This design comes from an exercise in tuning for small area, a short achievable clock period and few clock cycles per item on the open sky130 flow, not from production work.
Function was checked by simulation only, so behaviour that the tests miss may differ from the original.

==> inputs of job 8593 <==
==> flow/design.v <==
module alu_mc #(
  parameter int WIDTH = 64
) (
  input  logic             clk,
  input  logic             rst_n,
  input  logic             in_valid,
  output logic             in_ready,
  input  logic [WIDTH-1:0] A,
  input  logic [WIDTH-1:0] B,
  input  logic [2:0]       ALUop,
  output logic             out_valid,
  input  logic             out_ready,
  output logic [WIDTH-1:0] Y,
  output logic [WIDTH-1:0] Y_hi,
  output logic [WIDTH-1:0] REM,
  output logic             ZERO,
  output logic             COUT,
  output logic             OVF,
  output logic             DIV0
);
  localparam logic [2:0] OP_ADD = 3'b000;
  localparam logic [2:0] OP_SUB = 3'b001;
  localparam logic [2:0] OP_AND = 3'b010;
  localparam logic [2:0] OP_OR  = 3'b011;
  localparam logic [2:0] OP_XOR = 3'b100;
  localparam logic [2:0] OP_MUL = 3'b101;
  localparam logic [2:0] OP_DIV = 3'b110;
  localparam logic [2:0] S_IDLE  = 3'd0;
  localparam logic [2:0] S_EXEC  = 3'd1;
  localparam logic [2:0] S_ALIGN = 3'd2;
  localparam logic [2:0] S_DIVS  = 3'd3;
  localparam logic [2:0] S_DIVC  = 3'd4;
  localparam logic [2:0] S_MULS  = 3'd5;
  localparam logic [2:0] S_MULF  = 3'd6;
  localparam int W = 69;   
  logic [2:0]  state;
  logic [67:0] H;          
  logic [63:0] L;          
  logic [66:0] D;          
  logic [6:0]  cnt;
  logic [2:0]  opr;
  logic        x_div0;                           
  logic        ov, o_md, o_mul, o_div, div0_r, cout_r, ovf_r;    
  logic [5:0]  sel_a, sel_b;    
  logic        neg0, neg1;
  logic st_idle, st_exec, st_align, st_divs, st_divc, st_muls, st_mulf;
  logic acc, o_free, x_free, md_fin;
  assign st_idle  = (state == S_IDLE);
  assign st_exec  = (state == S_EXEC);
  assign st_align = (state == S_ALIGN);
  assign st_divs  = (state == S_DIVS);
  assign st_divc  = (state == S_DIVC);
  assign st_muls  = (state == S_MULS);
  assign st_mulf  = (state == S_MULF);
  assign o_free    = ~ov | out_ready;                
  assign x_free    = st_idle | (st_exec & o_free);   
  assign out_valid = ov;
  assign in_ready  = x_free & (~(ov & o_md) | out_ready) &
                     ((ALUop != OP_MUL) | (~st_exec & o_free));
  assign acc       = in_valid & in_ready;
  logic [W-1:0] Hx, Dx, D2, one0v, two0v, neg0v, one1v, two1v, neg1v, r0, m1, r1, sv, cv, S;
  assign Hx  = {H[67], H};
  assign Dx  = {2'b00, D};
  assign D2  = {1'b0, D, 1'b0};
  always_comb begin
    for (int i = 0; i < W; i++) begin
      if (i < W/2) begin
        one0v[i] = sel_a[5]; two0v[i] = sel_a[4]; neg0v[i] = sel_a[3];
        one1v[i] = sel_a[2]; two1v[i] = sel_a[1]; neg1v[i] = sel_a[0];
      end else begin
        one0v[i] = ~sel_b[5]; two0v[i] = ~sel_b[4]; neg0v[i] = ~sel_b[3];
        one1v[i] = ~sel_b[2]; two1v[i] = ~sel_b[1]; neg1v[i] = ~sel_b[0];
      end
    end
  end
  assign r0  = ((one0v & Dx) | (two0v & D2)) ^ neg0v;
  assign m1  = ((one1v & Dx) | (two1v & D2)) ^ neg1v;
  assign r1  = {m1[W-3:0], neg1, neg0};
  assign sv  = Hx ^ r0 ^ r1;
  assign cv  = (Hx & r0) | (Hx & r1) | (r0 & r1);
  localparam int N = W + 1;
  logic [N-1:0] ax, ay, pg_g [0:7], pg_p [0:7], cy, s70;
  always_comb begin
    ax = {sv, 1'b1};
    ay = {cv[W-2:0], neg1, neg1};
    pg_g[0] = ax & ay;
    pg_p[0] = ax ^ ay;
    for (int l = 0; l < 7; l++) begin
      for (int i = 0; i < N; i++) begin
        if (i >= (1 << l)) begin
          pg_g[l+1][i] = pg_g[l][i] | (pg_p[l][i] & pg_g[l][i-(1<<l)]);
          pg_p[l+1][i] = pg_p[l][i] & pg_p[l][i-(1<<l)];
        end else begin
          pg_g[l+1][i] = pg_g[l][i];
          pg_p[l+1][i] = pg_p[l][i];
        end
      end
    end
    cy  = {pg_g[7][N-2:0], 1'b0};
    s70 = pg_p[0] ^ cy;
  end
  assign S = s70[W:1];
  assign neg0 = sel_a[3];
  assign neg1 = sel_a[0];
  logic q;                        
  assign q = ~S[W-1];
  logic [63:0] res;
  always_comb begin
    case (opr)
      OP_ADD, OP_SUB: res = S[63:0];
      OP_AND:         res = cv[63:0];
      OP_OR:          res = cv[63:0] | sv[63:0];
      OP_XOR:         res = sv[63:0];
      default:        res = '0;
    endcase
  end
  logic [66:0] pa, mk, pl [0:6];
  logic        z0, c0, c12;    
  always_comb begin
    pl[0] = {3'b000, H[63:0]};
    for (int l = 0; l < 6; l++)
      for (int i = 0; i < 67; i++)
        pl[l+1][i] = (i + (1 << l) < 67) ? (pl[l][i] | pl[l][i+(1<<l)]) : pl[l][i];
    pa = pl[6];
    mk = ~{1'b0, pa[66:1]};
  end
  assign z0  = |(D & ~pa) & (cnt == 7'd0);  
  assign c0  = |(D & mk);                   
  assign c12 = |({D[54:0], 12'd0} & mk) | (|D[66:55]);    
  function automatic logic [2:0] booth(input logic [2:0] b);   
    booth[2] = b[1] ^ b[0];
    booth[1] = (b[2] & ~b[1] & ~b[0]) | (~b[2] & b[1] & b[0]);
    booth[0] = b[2] & ~(b[1] & b[0]);
  endfunction
  assign md_fin = (st_align & o_free & (x_div0 | z0)) | (st_divs & (cnt == 7'd0) & q) | st_divc |
                  (st_muls & (cnt == 7'd0) & ~L[3]) | st_mulf;
  always_ff @(posedge clk or negedge rst_n) begin
    if (!rst_n) begin
      state <= S_IDLE;
      ov    <= 1'b0;
      o_md  <= 1'b0;
    end else begin
      if (acc) begin
        if (ALUop == OP_MUL)      state <= S_MULS;
        else if (ALUop == OP_DIV) state <= S_ALIGN;
        else                      state <= S_EXEC;
      end else begin
        case (state)
          S_EXEC:  if (o_free) state <= S_IDLE;
          S_ALIGN: if (o_free) begin
            if (x_div0 || z0) state <= S_IDLE;
            else if (c0)      state <= S_DIVS;
          end
          S_DIVS:  if (cnt == 7'd0) state <= q ? S_IDLE : S_DIVC;
          S_DIVC:  state <= S_IDLE;
          S_MULS:  if (cnt == 7'd0) state <= L[3] ? S_MULF : S_IDLE;
          S_MULF:  state <= S_IDLE;
          default: ;
        endcase
      end
      if ((st_exec & o_free) | md_fin) begin
        ov   <= 1'b1;
        o_md <= ~st_exec;
      end else if (out_ready) begin
        ov   <= 1'b0;
      end
    end
  end
  always_ff @(posedge clk) begin
    if (acc) begin
      opr    <= ALUop;
      x_div0 <= (B == '0);
      H      <= (ALUop == OP_MUL) ? 68'd0 : {4'd0, A};
      D      <= {3'd0, B};
      cnt    <= (ALUop == OP_MUL) ? 7'd15 : 7'd0;
      if (ALUop == OP_MUL) begin
        sel_a  <= {booth({A[1:0], 1'b0}), booth(A[3:1])};
        sel_b  <= ~{booth({A[1:0], 1'b0}), booth(A[3:1])};
        L      <= A;
        o_mul  <= 1'b1;
        o_div  <= 1'b0;
        div0_r <= 1'b0;
        cout_r <= 1'b0;
        ovf_r  <= 1'b0;
      end else begin
        sel_a <= {2'b10, (ALUop == OP_SUB) || (ALUop == OP_DIV), 3'b000};
        sel_b <= ~{2'b10, (ALUop == OP_SUB) || (ALUop == OP_DIV), 3'b000};
      end
    end
    case (state)
      S_EXEC: if (o_free) begin
        L      <= res;
        o_mul  <= 1'b0;
        o_div  <= 1'b0;
        div0_r <= 1'b0;
        cout_r <= 1'b0;
        ovf_r  <= 1'b0;
        if (opr == OP_ADD) begin
          cout_r <= S[64];
          ovf_r  <= (H[63] == D[63]) && (S[63] != H[63]);
        end else if (opr == OP_SUB) begin
          cout_r <= ~S[64];
          ovf_r  <= (H[63] != D[63]) && (S[63] != H[63]);
        end
      end
      S_ALIGN: if (o_free) begin
        L      <= x_div0 ? '1 : '0;
        if (!c0) begin
          D   <= c12 ? {D[62:0], 4'd0} : {D[50:0], 16'd0};
          cnt <= cnt + (c12 ? 7'd4 : 7'd16);
        end
        o_mul  <= 1'b0;
        o_div  <= 1'b1;
        div0_r <= x_div0;
        cout_r <= 1'b0;
        ovf_r  <= 1'b0;
      end
      S_DIVS: begin
        H        <= S[67:0];
        L        <= {L[62:0], q};
        sel_a[3] <= q;
        sel_b[3] <= ~q;
        if (cnt != 7'd0) begin
          D   <= D >> 1;
          cnt <= cnt - 7'd1;
        end
      end
      S_DIVC: H <= S[67:0];
      S_MULS: begin
        H   <= {{3{S[W-1]}}, S[W-1:4]};
        L   <= {S[3:0], L[63:4]};
        cnt <= cnt - 7'd1;
        if (cnt == 7'd0) begin
          sel_a <= 6'b100000;
          sel_b <= ~6'b100000;
        end else begin
          sel_a <= {booth(L[5:3]), booth(L[7:5])};
          sel_b <= ~{booth(L[5:3]), booth(L[7:5])};
        end
      end
      S_MULF: H <= S[67:0];
      default: ;
    endcase
  end
  assign Y    = L;
  assign Y_hi = o_mul ? H[63:0] : '0;
  assign REM  = o_div ? H[63:0] : '0;
  assign ZERO = (L == '0);
  assign COUT = cout_r;
  assign OVF  = ovf_r;
  assign DIV0 = div0_r;
endmodule
==> flow/run.sh <==
#!/bin/bash
# synth_recipe.tcl (not shown) runs the flow's synth.tcl, then flattens the netlist and writes it again
# the make line also repeats each setting of config.mk as NAME=value (left out here)
make -C /OpenROAD-flow-scripts/flow DESIGN_CONFIG=/design/flow/config.mk WORK_HOME=/design/flow/orfs CLKGATE_MAP_FILE= SYNTH_SCRIPT=/design/flow/synth_recipe.tcl finish
==> flow/config.mk <==
export PLATFORM = sky130hd
export DESIGN_NAME = alu_mc
export DESIGN_NICKNAME = alu_mc
export VERILOG_FILES = /design/flow/design.v
export SDC_FILE = /design/flow/constraint.sdc
export NUM_CORES = 4
export LEC_CHECK = 0
export CAP_MARGIN = 20
export CORE_MARGIN = 2
export CORE_UTILIZATION = 50
export SETUP_SLACK_MARGIN = 2
export SLEW_MARGIN = 20
==> flow/constraint.sdc <==
create_clock -name core_clock -period 6.5 [get_ports {clk}]
set_input_delay 1.3000 -clock core_clock [delete_from_list [all_inputs] [get_ports {clk}]]
set_output_delay 1.3000 -clock core_clock [all_outputs]
set_load 0.01 [all_outputs]
==> job 6516: changes against job 8593 <==
==> flow/design.v, changed modules only <==
module alu_mc #(
  parameter int WIDTH = 64
) (
  input  logic             clk,
  input  logic             rst_n,
  input  logic             in_valid,
  output logic             in_ready,
  input  logic [WIDTH-1:0] A,
  input  logic [WIDTH-1:0] B,
  input  logic [2:0]       ALUop,
  output logic             out_valid,
  input  logic             out_ready,
  output logic [WIDTH-1:0] Y,
  output logic [WIDTH-1:0] Y_hi,
  output logic [WIDTH-1:0] REM,
  output logic             ZERO,
  output logic             COUT,
  output logic             OVF,
  output logic             DIV0
);
  localparam logic [2:0] OP_ADD = 3'b000;
  localparam logic [2:0] OP_SUB = 3'b001;
  localparam logic [2:0] OP_AND = 3'b010;
  localparam logic [2:0] OP_OR  = 3'b011;
  localparam logic [2:0] OP_XOR = 3'b100;
  localparam logic [2:0] OP_MUL = 3'b101;
  localparam logic [2:0] OP_DIV = 3'b110;
  localparam logic [2:0] S_IDLE  = 3'd0;
  localparam logic [2:0] S_EXEC  = 3'd1;
  localparam logic [2:0] S_ALIGN = 3'd2;
  localparam logic [2:0] S_DIVS  = 3'd3;
  localparam logic [2:0] S_DIVC  = 3'd4;
  localparam logic [2:0] S_MULS  = 3'd5;
  localparam logic [2:0] S_MULF  = 3'd6;
  localparam int W = 69;   
  logic [2:0]  state;
  logic [67:0] H;          
  logic [63:0] L;          
  logic [66:0] D;          
  logic [6:0]  cnt;
  logic [6:0]  lzA, lzB;
  logic [2:0]  opr;
  logic        x_div0;                           
  logic        ov, o_md, o_mul, o_div, div0_r, cout_r, ovf_r;    
  logic [5:0]  sel_a, sel_b;    
  logic        neg0, neg1;
  logic st_idle, st_exec, st_align, st_divs, st_divc, st_muls, st_mulf;
  logic acc, o_free, x_free, md_fin;
  assign st_idle  = (state == S_IDLE);
  assign st_exec  = (state == S_EXEC);
  assign st_align = (state == S_ALIGN);
  assign st_divs  = (state == S_DIVS);
  assign st_divc  = (state == S_DIVC);
  assign st_muls  = (state == S_MULS);
  assign st_mulf  = (state == S_MULF);
  assign o_free    = ~ov | out_ready;                
  assign x_free    = st_idle | (st_exec & o_free);   
  assign out_valid = ov;
  assign in_ready  = x_free & (~(ov & o_md) | out_ready) &
                     ((ALUop != OP_MUL) | (~st_exec & o_free));
  assign acc       = in_valid & in_ready;
  function automatic logic [6:0] clz64(input logic [63:0] x);
    logic [31:0]      v1;
    logic [31:0]      p1;
    logic [15:0]      v2;
    logic [15:0][1:0] p2;
    logic [7:0]       v3;
    logic [7:0][2:0]  p3;
    logic [3:0]       v4;
    logic [3:0][3:0]  p4;
    logic [1:0]       v5;
    logic [1:0][4:0]  p5;
    logic             v6;
    logic [5:0]       p6;
    for (int i = 0; i < 32; i++) begin
      v1[i] = x[2*i+1] | x[2*i];
      p1[i] = ~x[2*i+1];
    end
    for (int i = 0; i < 16; i++) begin
      v2[i] = v1[2*i+1] | v1[2*i];
      p2[i] = v1[2*i+1] ? {1'b0, p1[2*i+1]} : {1'b1, p1[2*i]};
    end
    for (int i = 0; i < 8; i++) begin
      v3[i] = v2[2*i+1] | v2[2*i];
      p3[i] = v2[2*i+1] ? {1'b0, p2[2*i+1]} : {1'b1, p2[2*i]};
    end
    for (int i = 0; i < 4; i++) begin
      v4[i] = v3[2*i+1] | v3[2*i];
      p4[i] = v3[2*i+1] ? {1'b0, p3[2*i+1]} : {1'b1, p3[2*i]};
    end
    for (int i = 0; i < 2; i++) begin
      v5[i] = v4[2*i+1] | v4[2*i];
      p5[i] = v4[2*i+1] ? {1'b0, p4[2*i+1]} : {1'b1, p4[2*i]};
    end
    v6 = v5[1] | v5[0];
    p6 = v5[1] ? {1'b0, p5[1]} : {1'b1, p5[0]};
    clz64 = v6 ? {1'b0, p6} : 7'd64;
  endfunction
  logic [W-1:0] Hx, Dx, D2, one0v, two0v, neg0v, one1v, two1v, neg1v, r0, m1, r1, sv, cv, S;
  assign Hx  = {H[67], H};
  assign Dx  = {2'b00, D};
  assign D2  = {1'b0, D, 1'b0};
  always_comb begin
    for (int i = 0; i < W; i++) begin
      if (i < W/2) begin
        one0v[i] = sel_a[5]; two0v[i] = sel_a[4]; neg0v[i] = sel_a[3];
        one1v[i] = sel_a[2]; two1v[i] = sel_a[1]; neg1v[i] = sel_a[0];
      end else begin
        one0v[i] = ~sel_b[5]; two0v[i] = ~sel_b[4]; neg0v[i] = ~sel_b[3];
        one1v[i] = ~sel_b[2]; two1v[i] = ~sel_b[1]; neg1v[i] = ~sel_b[0];
      end
    end
  end
  assign r0  = ((one0v & Dx) | (two0v & D2)) ^ neg0v;
  assign m1  = ((one1v & Dx) | (two1v & D2)) ^ neg1v;
  assign r1  = {m1[W-3:0], neg1, neg0};
  assign sv  = Hx ^ r0 ^ r1;
  assign cv  = (Hx & r0) | (Hx & r1) | (r0 & r1);
  localparam int N = W + 1;
  logic [N-1:0] ax, ay, pg_g [0:7], pg_p [0:7], cy, s70;
  always_comb begin
    ax = {sv, 1'b1};
    ay = {cv[W-2:0], neg1, neg1};
    pg_g[0] = ax & ay;
    pg_p[0] = ax ^ ay;
    for (int l = 0; l < 7; l++) begin
      for (int i = 0; i < N; i++) begin
        if (i >= (1 << l)) begin
          pg_g[l+1][i] = pg_g[l][i] | (pg_p[l][i] & pg_g[l][i-(1<<l)]);
          pg_p[l+1][i] = pg_p[l][i] & pg_p[l][i-(1<<l)];
        end else begin
          pg_g[l+1][i] = pg_g[l][i];
          pg_p[l+1][i] = pg_p[l][i];
        end
      end
    end
    cy  = {pg_g[7][N-2:0], 1'b0};
    s70 = pg_p[0] ^ cy;
  end
  assign S = s70[W:1];
  assign neg0 = sel_a[3];
  assign neg1 = sel_a[0];
  logic q;                        
  assign q = ~S[W-1];
  logic [63:0] res;
  always_comb begin
    case (opr)
      OP_ADD, OP_SUB: res = S[63:0];
      OP_AND:         res = cv[63:0];
      OP_OR:          res = cv[63:0] | sv[63:0];
      OP_XOR:         res = sv[63:0];
      default:        res = '0;
    endcase
  end
  logic [7:0] sdiff, sp3;
  logic [4:0] kq;
  assign sdiff = {1'b0, lzB} - {1'b0, lzA};
  assign sp3   = sdiff + 8'd3;
  assign kq    = sp3[6:2];
  function automatic logic [2:0] booth(input logic [2:0] b);   
    booth[2] = b[1] ^ b[0];
    booth[1] = (b[2] & ~b[1] & ~b[0]) | (~b[2] & b[1] & b[0]);
    booth[0] = b[2] & ~(b[1] & b[0]);
  endfunction
  assign md_fin = (st_align & o_free & (x_div0 | sdiff[7])) | (st_divs & (cnt == 7'd0) & q) | st_divc |
                  (st_muls & (cnt == 7'd0) & ~L[3]) | st_mulf;
  always_ff @(posedge clk or negedge rst_n) begin
    if (!rst_n) begin
      state <= S_IDLE;
      ov    <= 1'b0;
      o_md  <= 1'b0;
    end else begin
      if (acc) begin
        if (ALUop == OP_MUL)      state <= S_MULS;
        else if (ALUop == OP_DIV) state <= S_ALIGN;
        else                      state <= S_EXEC;
      end else begin
        case (state)
          S_EXEC:  if (o_free) state <= S_IDLE;
          S_ALIGN: if (o_free) state <= (x_div0 || sdiff[7]) ? S_IDLE : S_DIVS;
          S_DIVS:  if (cnt == 7'd0) state <= q ? S_IDLE : S_DIVC;
          S_DIVC:  state <= S_IDLE;
          S_MULS:  if (cnt == 7'd0) state <= L[3] ? S_MULF : S_IDLE;
          S_MULF:  state <= S_IDLE;
          default: ;
        endcase
      end
      if ((st_exec & o_free) | md_fin) begin
        ov   <= 1'b1;
        o_md <= ~st_exec;
      end else if (out_ready) begin
        ov   <= 1'b0;
      end
    end
  end
  always_ff @(posedge clk) begin
    if (acc) begin
      opr    <= ALUop;
      x_div0 <= (B == '0);
      H      <= (ALUop == OP_MUL) ? 68'd0 : {4'd0, A};
      D      <= {3'd0, B};
      lzA    <= clz64(A);
      lzB    <= clz64(B);
      cnt    <= 7'd15;
      if (ALUop == OP_MUL) begin
        sel_a  <= {booth({A[1:0], 1'b0}), booth(A[3:1])};
        sel_b  <= ~{booth({A[1:0], 1'b0}), booth(A[3:1])};
        L      <= A;
        o_mul  <= 1'b1;
        o_div  <= 1'b0;
        div0_r <= 1'b0;
        cout_r <= 1'b0;
        ovf_r  <= 1'b0;
      end else begin
        sel_a <= {2'b10, (ALUop == OP_SUB) || (ALUop == OP_DIV), 3'b000};
        sel_b <= ~{2'b10, (ALUop == OP_SUB) || (ALUop == OP_DIV), 3'b000};
      end
    end
    case (state)
      S_EXEC: if (o_free) begin
        L      <= res;
        o_mul  <= 1'b0;
        o_div  <= 1'b0;
        div0_r <= 1'b0;
        cout_r <= 1'b0;
        ovf_r  <= 1'b0;
        if (opr == OP_ADD) begin
          cout_r <= S[64];
          ovf_r  <= (H[63] == D[63]) && (S[63] != H[63]);
        end else if (opr == OP_SUB) begin
          cout_r <= ~S[64];
          ovf_r  <= (H[63] != D[63]) && (S[63] != H[63]);
        end
      end
      S_ALIGN: if (o_free) begin
        L      <= x_div0 ? '1 : '0;
        D      <= D << {kq, 2'b00};
        cnt    <= {kq, 2'b00};
        o_mul  <= 1'b0;
        o_div  <= 1'b1;
        div0_r <= x_div0;
        cout_r <= 1'b0;
        ovf_r  <= 1'b0;
      end
      S_DIVS: begin
        H        <= S[67:0];
        L        <= {L[62:0], q};
        sel_a[3] <= q;
        sel_b[3] <= ~q;
        if (cnt != 7'd0) begin
          D   <= D >> 1;
          cnt <= cnt - 7'd1;
        end
      end
      S_DIVC: H <= S[67:0];
      S_MULS: begin
        H   <= {{3{S[W-1]}}, S[W-1:4]};
        L   <= {S[3:0], L[63:4]};
        cnt <= cnt - 7'd1;
        if (cnt == 7'd0) begin
          sel_a <= 6'b100000;
          sel_b <= ~6'b100000;
        end else begin
          sel_a <= {booth(L[5:3]), booth(L[7:5])};
          sel_b <= ~{booth(L[5:3]), booth(L[7:5])};
        end
      end
      S_MULF: H <= S[67:0];
      default: ;
    endcase
  end
  assign Y    = L;
  assign Y_hi = o_mul ? H[63:0] : '0;
  assign REM  = o_div ? H[63:0] : '0;
  assign ZERO = (L == '0);
  assign COUT = cout_r;
  assign OVF  = ovf_r;
  assign DIV0 = div0_r;
endmodule
CORE_UTILIZATION = 40   (was 50)
SETUP_SLACK_MARGIN = default   (was 2)
==> run_results.csv <==
group,metric,value,unit
yosys,synth_mux_area_share,5.818,%
worst_setup_path,r2r_setup_slack,1900,ps
worst_setup_path,critical_path.startpoint,"sel_a[5]",
detailed_routing,drt-total-wl,135900,um
yosys,syn_avg_cell_area,7.767,um2
yosys,synth-async-reset-ratio,2.155,%
sta,max_slew_margin,18.03,%
outcome,status,"timing/DRC/antenna clean",
global_route,use_met2,69.45,%
Source of the figures above: job 8593

==> run_results.csv <==
group,metric,value,unit
outcome,status,"timing/DRC/antenna clean",
worst_setup_path,r2r_setup_slack,870,ps
sta,max_slew_margin,15.50,%
detailed_routing,drt-total-wl,145700,um
global_route,use_met2,59.28,%
worst_setup_path,critical_path.startpoint,"sel_a[0]",
yosys,synth-async-reset-ratio,2.041,%
Source of the figures above: job 6516

Testbench counts of job 8593, summed over its fixed seeds: cycles 19,048, items 3,200.
Testbench counts of job 6516, summed over its fixed seeds: cycles 18,528, items 3,200.

## what the ideal ports hide
In the flow no input, the clock included, has a driving cell. The finished layouts below were timed again as built, in two steps.
Step 1: set_driving_cell puts a clkbuf_16 on clk and a buf_2 on each other input, an assumption about the parent block.
Step 2 times the ports against the registers' clock, not the clock port: input delays grow and output delays shrink by t, the midpoint of the rising clock arrivals with the driver on.
a / b / c = no drivers / after step 1 / after step 2; a / b = the first two.
run | shift t [ns] | slack for setup (ns) | hold WS [ns] | worst data-port slew with drivers (ns) | cell pins on the clock port's net
job 8593 | 0.677 | 1.897 / 1.897 / 1.295 | 0.466 / 0.466 / 0.466 | 0.08 | 1
job 6516 | 0.689 | 0.873 / 0.873 / 0.873 | 0.459 / 0.459 / 0.459 | 0.07 | 1
After both steps setup and hold are still met in every run listed. For job 8593, which loses most, drivers alone change the setup slack by 0.000 ns; drivers and shift together by -0.602 ns.
